Source: an optimization exercise on an open RTL-to-GDS flow (aim: small area and a short achievable clock period). Production flows keep margins and buffers that such runs may drop. For this run, only the layout was checked, not whether the RTL still works. No activity file was given, so power comes from the tool's default toggle rates.

==> design.v <==
package switch_pkg;
    localparam int NUM_PORTS = 4;            
    typedef logic [7:0] byte_t;              
    typedef logic [1:0] port_idx_t;          
    typedef struct packed {
        logic      cyc;                      
        logic      stb;                      
        logic      we;                       
        port_idx_t adr;                      
        byte_t     dat;                      
    } wb_req_t;
    typedef struct packed {
        logic  ack;                          
        byte_t dat;                          
    } wb_rsp_t;
    typedef struct packed {
        logic  eop;
        byte_t data;
    } fifo_entry_t;
    typedef struct packed {
        logic  valid;                        
        logic  last;                         
        byte_t data;
    } port_out_t;
    typedef enum logic {RT_IDLE, RT_PAYLOAD} router_state_e;
    typedef enum logic [1:0] {EG_IDLE, EG_SEND, EG_GAP} egress_state_e;
endpackage
module packet_switch
#(
    parameter int FIFO_DEPTH = 32,
    parameter int MAX_PKT    = 16,
    parameter int GAP_CYCLES = 4
) (
    input  logic                  clk,
    input  logic                  reset_b,
    input  logic                  i_wb_cyc,
    input  logic                  i_wb_stb,
    input  logic                  i_wb_we,
    input  logic [1:0]            i_wb_adr,
    input  logic [7:0]            i_wb_dat,
    output logic                  o_wb_ack,
    output logic [7:0]            o_wb_dat,
    input  logic                  i_valid,
    input  logic [7:0]            i_data,
    output logic                  o_stall,
    output logic [switch_pkg::NUM_PORTS-1:0]  o_port_valid,
    output logic [switch_pkg::NUM_PORTS-1:0]  o_port_last,
    output logic [switch_pkg::NUM_PORTS*8-1:0] o_port_data,
    input  logic [switch_pkg::NUM_PORTS-1:0]  i_read
);
    localparam int NP = switch_pkg::NUM_PORTS;
    localparam int PD = 16;                  
    localparam int GW = $clog2(GAP_CYCLES + 1);
    logic       req;
    logic       ack_q;
    logic [7:0] addr_q [NP];
    assign req = i_wb_cyc && i_wb_stb;
    always_ff @(posedge clk or negedge reset_b) begin
        if (!reset_b) ack_q <= 1'b0;
        else          ack_q <= req && !ack_q;
    end
    always_ff @(posedge clk or negedge reset_b) begin
        if (!reset_b) begin
            for (int k = 0; k < NP; k++) addr_q[k] <= 8'(k);
        end else if (ack_q && req && i_wb_we) begin
            addr_q[i_wb_adr] <= i_wb_dat;
        end
    end
    assign o_wb_ack = ack_q;
    assign o_wb_dat = addr_q[i_wb_adr];
    logic       rt_pay_q;                    
    logic       hit_q;
    logic [1:0] target_q;
    logic       pend_q;                      
    logic [7:0] data_q;
    logic       match_hit;
    logic [1:0] match_idx;
    always_comb begin
        match_hit = 1'b0;
        match_idx = '0;
        for (int k = NP - 1; k >= 0; k--) begin
            if (i_data == addr_q[k]) begin
                match_hit = 1'b1;
                match_idx = 2'(k);
            end
        end
    end
    always_ff @(posedge clk or negedge reset_b) begin
        if (!reset_b) begin
            rt_pay_q <= 1'b0;
            hit_q    <= 1'b0;
            target_q <= '0;
            pend_q   <= 1'b0;
        end else begin
            pend_q <= rt_pay_q && i_valid && hit_q;
            if (!rt_pay_q) begin
                if (i_valid) begin
                    rt_pay_q <= 1'b1;
                    hit_q    <= match_hit;
                    target_q <= match_idx;
                end
            end else if (!i_valid) begin
                rt_pay_q <= 1'b0;
            end
        end
    end
    always_ff @(posedge clk) data_q <= i_data;
    logic [8:0] ovf_mem [PD];
    logic [4:0] ovf_wp_q, ovf_rp_q;
    logic       ovf_busy;                    
    logic [8:0] ovf_head;
    logic [8:0] in_word;                     
    logic [8:0] wr_word;                     
    logic       ovf_wr, ovf_rd;
    logic [NP-1:0] pfull, pop;
    logic          t_full, t_pop;
    assign ovf_busy = (ovf_wp_q != ovf_rp_q);
    assign ovf_head = ovf_mem[ovf_rp_q[3:0]];
    assign in_word  = {!i_valid, data_q};
    assign wr_word  = ovf_busy ? ovf_head : in_word;
    assign t_full = pfull[target_q];
    assign t_pop  = pop[target_q];
    assign ovf_wr = pend_q && (ovf_busy || (t_full && !t_pop));
    assign ovf_rd = ovf_busy && t_pop;
    always_ff @(posedge clk) begin
        if (ovf_wr) ovf_mem[ovf_wp_q[3:0]] <= in_word;
    end
    always_ff @(posedge clk or negedge reset_b) begin
        if (!reset_b) begin
            ovf_wp_q <= '0;
            ovf_rp_q <= '0;
        end else begin
            if (ovf_wr) ovf_wp_q <= ovf_wp_q + 1'b1;
            if (ovf_rd) ovf_rp_q <= ovf_rp_q + 1'b1;
        end
    end
    assign o_stall = ovf_busy;
    for (genvar p = 0; p < NP; p++) begin : g_lane
        logic [8:0]    mem [PD];
        logic [4:0]    wp_q, rp_q;
        logic [GW-1:0] gap_q;                
        logic [8:0]    head;
        logic          empty, valid, we;
        assign head     = mem[rp_q[3:0]];
        assign empty    = (wp_q == rp_q);
        assign pfull[p] = (wp_q[3:0] == rp_q[3:0]) && (wp_q[4] != rp_q[4]);
        assign valid    = (gap_q == '0) && !empty;
        assign pop[p]   = valid && i_read[p];
        assign we = (target_q == 2'(p)) && (pend_q || ovf_busy) && (!pfull[p] || pop[p]);
        always_ff @(posedge clk) begin
            if (we) mem[wp_q[3:0]] <= wr_word;
        end
        always_ff @(posedge clk or negedge reset_b) begin
            if (!reset_b) begin
                wp_q  <= '0;
                rp_q  <= '0;
                gap_q <= '0;
            end else begin
                if (we)     wp_q <= wp_q + 1'b1;
                if (pop[p]) rp_q <= rp_q + 1'b1;
                if (pop[p] && head[8])  gap_q <= GW'(GAP_CYCLES);
                else if (gap_q != '0)   gap_q <= gap_q - 1'b1;
            end
        end
        assign o_port_valid[p]       = valid;
        assign o_port_last[p]        = head[8];
        assign o_port_data[8*p +: 8] = head[7:0];
    end
endmodule
==> run.sh <==
#!/bin/bash
# synth_recipe.tcl (not shown) runs the flow's synth.tcl, then flattens the netlist and writes it again
# the make line also repeats each setting of config.mk as NAME=value (left out here)
make -C /OpenROAD-flow-scripts/flow DESIGN_CONFIG=/design/flow/config.mk WORK_HOME=/design/flow/orfs CLKGATE_MAP_FILE= SYNTH_SCRIPT=/design/flow/synth_recipe.tcl finish
==> config.mk <==
export PLATFORM = sky130hd
export DESIGN_NAME = packet_switch
export DESIGN_NICKNAME = packet_switch
export VERILOG_FILES = /design/flow/design.v
export SDC_FILE = /design/flow/constraint.sdc
export NUM_CORES = 4
export LEC_CHECK = 0
export CAP_MARGIN = 20
export CORE_MARGIN = 2
export CORE_UTILIZATION = 40
export SLEW_MARGIN = 20
==> constraint.sdc <==
create_clock -name core_clock -period 4.4 [get_ports {clk}]
set_input_delay 0.8800 -clock core_clock [delete_from_list [all_inputs] [get_ports {clk}]]
set_output_delay 0.8800 -clock core_clock [all_outputs]
set_load 0.01 [all_outputs]
==> flow_metrics.tcl <==
set metrics [dict create \
    path_clk_slew_ps 60 \
    placementRows 105 \
    postCtsSetupBuffers 0 \
    yosysWarningCount 2 \
    syn-num-nets 1679 \
    drt-total-wl_um 70100 \
    cp-start-kind "register" \
    grt_pass1_vias 16700 \
    p_int_w 0.0186 \
    path_delay_family "multiplexers" \
    ir_drop_mv 1.01 \
    clock_latency_ps 650 \
    cap_violations 0 \
    min_period_ps 4170 \
    highest_layer "met4" \
    clockBufferDepth 3 \
    numPortBuffers 77 \
    track_usage 0.167 \
    worst_pin_slew_ps 1030 \
    numCtsBuffers 86 \
    end_kind "primary output" \
    synth-seq-cells 828 \
    met3_length_um 3140 \
    crit_top_cell "mux4_2" \
    worstPathMaxFanout 20 \
    final_common_cell "edfxtp_1" \
    p_sw_w 0.00829 \
    worstSetupPathType "register to primary output" \
    drc 0 \
    path_cells "buf_12 > mux4_2 > mux4_2 > clkdlybuf4s50_1" \
    cp-startpoint "g_lane[1].rp_q[0]$_DFFE_PN0P_" \
    nets 1875 \
    cp_num_buf_inv 2 \
    avgSynthCellArea_um2 20.5 \
    ios 78 \
    finalHoldViolCount 0 \
    hold_buffers 0 \
    area_delta_synth_final_pct 16.4 \
    gr-total-overflow 0 \
    layout-drive-gt1-share 0.283 \
    antenna_found_initial 3 \
    hp-class "primary input to asynchronous set/reset pin" \
    outcome "finished clean" \
    core_area_um2 82100 \
    grt_pass1_wl_um 107000 \
    cts_resized 0 \
    tritoncts "built" \
    setup_tns_ps 0 \
    synthesis.instances 1618 \
    die_w_um 292 \
    required_ps 3520 \
    ant_nets 0 \
    initial_utilization 0.404 \
    hpwlAfterDp_um 43600 \
    synthArstFlopShare 0.121 \
    cp_slowest_cell "dfrtp_2" \
    n_antenna_cell 0 \
    power_frac_seq 0.439 \
    globalplace.congestion 0.774 \
    synthFlopType "edfxtp_1" \
    yosysSeqAreaShare 0.732 \
    powerDensity_nw_per_um2 695 \
    ctsRootBufferMaster "clkbuf_16" \
    swShare 0.309 \
    synth.cell_area_um2 33200 \
    p_leak_nw 12.7 \
    cp_data_arrival_time_ps 3290 \
    viasPerCell 5.34 \
    die_area_um2 85300 \
    fin_worst_skew_ps 34.8 \
    max_slew_margin 0.309 \
    netlist-cell-type-count 40 \
    htree_levels 3 \
    clkPwrFrac 0.268 \
    m1WireLength_um 30400 \
    reg2reg_from "ovf_wp_q[3]$_DFFE_PN0P_" \
    mostFrequentLayoutCells "720 x edfxtp_1, 230 x mux4_2, 103 x buf_4, 91 x dfrtp_1, 88 x clkbuf_16" \
    wl_met2_um 35200 \
    cpPeakStageDelay_ps 810 \
    drtIter0Drc 1294 \
    p_total_w 0.0268 \
    grt_max_degree 70 \
    first_pass_iters 6 \
    rsz0062_at_grt "false" \
    slew_violations 0 \
    pwr-share-comb 0.293 \
    period_share 0.947 \
    cts.sinks 828 \
    setup_viol 0 \
    synth_edf_count 720 \
    max_freq_ghz 0.240 \
    die_h_um 292 \
    avgRoutedWirePerCell_um 23.7 \
    vias 15800 \
]
worst paths after layout:
path	endpoint	slack (ps)	cells past startpoint
hold / removal	addr_q[2][2]$_DFFE_PN0P_	370	1
min in group core_clock	ack_q$_DFF_PN0_	450	1
setup / recovery	o_port_data[15]	230	4
max in group asynchronous	g_lane[3].rp_q[2]$_DFFE_PN0P_	3160	2
setup reg to reg	g_lane[2].mem[6][2]$_DFFE_PP_	1090	6
hold reg to reg	ack_q$_DFF_PN0_	450	1
power groups by stage:
stage | clock network [W] | registers (W) | logic, W
finish | 0.00719 | 0.0118 | 0.00786
global placement | 0 | 0.0119 | 0.00780
CTS | 0.00735 | 0.0118 | 0.00804
detailed placement | 0 | 0.0120 | 0.00803
global route | 0.00768 | 0.0119 | 0.00854
floorplan | 0 | 0.0117 | 0.00498
sequential cells by signal, summed over array words and instances, names as in the netlist, 5 cells and up:
signal / count
g_lane.gap_q: 12
g_lane.rp_q: 20
addr_q: 32
data_q: 8
ovf_mem: 144
ovf_rp_q: 5
ovf_wp_q: 5
g_lane.mem: 576
g_lane.wp_q: 20
kinds of logic (layout without fill, tap and decap cells):
family | Yosys count | after routing | share of synthesized area
multiplexers | 283 | 283 | 0.174
flip-flops | 828 | 828 | 0.732
adder cells (fa/ha/maj) | 33 | 33 | 0.0124
AND/OR/NAND/NOR | 232 | 232 | 0.0332
XOR/XNOR | 101 | 101 | 0.0266
AO/OA/AOI/OAI | 38 | 38 | 0.00803
buffers and inverters | 103 | 369 | 0.0143
synthesized netlist by cell type, types with 5 or more instances:
| cell type | instances | share of area |
|---|---|---|
| xnor2_1 | 76 | 0.020 |
| nand2b_1 | 16 | 0.0030 |
| nor3_1 | 33 | 0.0050 |
| buf_4 | 5 | 0.0011 |
| buf_6 | 5 | 0.0017 |
| mux2_2 | 46 | 0.016 |
| nor2b_1 | 5 | 0.00094 |
| mux4_2 | 230 | 0.16 |
| dfrtp_1 | 96 | 0.072 |
| nor2_1 | 76 | 0.0086 |
| buf_2 | 25 | 0.0038 |
| o21ai_0 | 13 | 0.0020 |
| nand2_1 | 54 | 0.0061 |
| dfxtp_1 | 8 | 0.0048 |
| buf_1 | 12 | 0.0014 |
| xor2_1 | 25 | 0.0066 |
| edfxtp_1 | 720 | 0.65 |
| nor4_1 | 7 | 0.0013 |
| inv_1 | 27 | 0.0031 |
| mux2i_1 | 7 | 0.0021 |
| nand4_1 | 27 | 0.0051 |
| ha_1 | 33 | 0.012 |
| a21oi_1 | 10 | 0.0015 |
| a211oi_1 | 5 | 0.0011 |
| clkbuf_1 | 28 | 0.0032 |
layer usage:
layer / global-route usage / vias up
li1: - / 6926
met1: 0.229 / 8386
met2: 0.279 / 378
met3: 0.0260 / 99
met4: 0.0448 / 0
met5: 0 / -
area by class of cell:
type | count | area [um^2]
Inverter | 28 | 105
Fill cell | 6657 | 43500
Tap cell | 1070 | 1340
Timing Repair Buffer | 183 | 1610
Sequential cell | 828 | 24300
Multi-Input combinational cell | 687 | 8470
Clock buffer | 108 | 2350
Clock inverter | 50 | 479
through the flow:
step	setup slack, ps	instance area [um^2]	utilization	instances	hold slack (ps)
2_1_floorplan	808	33200	-	1618	461
3_3_place_gp	713	35800	0.436	2796	430
3_5_place_dp	647	35800	0.436	2796	445
4_1_cts	111	38600	0.471	2954	401
5_1_grt	44.7	38600	0.471	2954	441
6_report	234	38600	0.471	2954	366

## port drivers added, routing unchanged
No port has a modelled driver above. Below, the same layout with a new extraction and two added sets of constraints. Step 1 (the two cells are an assumption about what drives the block):
set clk [get_ports {clk}]
set_driving_cell -lib_cell sky130_fd_sc_hd__clkbuf_16 $clk
set_driving_cell -lib_cell sky130_fd_sc_hd__buf_2 [delete_from_list [all_inputs] $clk]
Step 2 also shifts input and output timing later by t, the mid clock arrival at the registers, as if the neighbouring blocks saw the same clock. Slacks: ideal ports / drivers / drivers and shift; pairs: ideal ports / drivers.
t (ns): 0.691
setup WS [ns]: 0.234 / 0.171 / 0.645
worst data-port slew with drivers (ns): 0.05
After both steps this run still meets setup and hold. For this run, drivers alone change the setup slack by -0.063 ns; drivers and shift together by +0.411 ns.
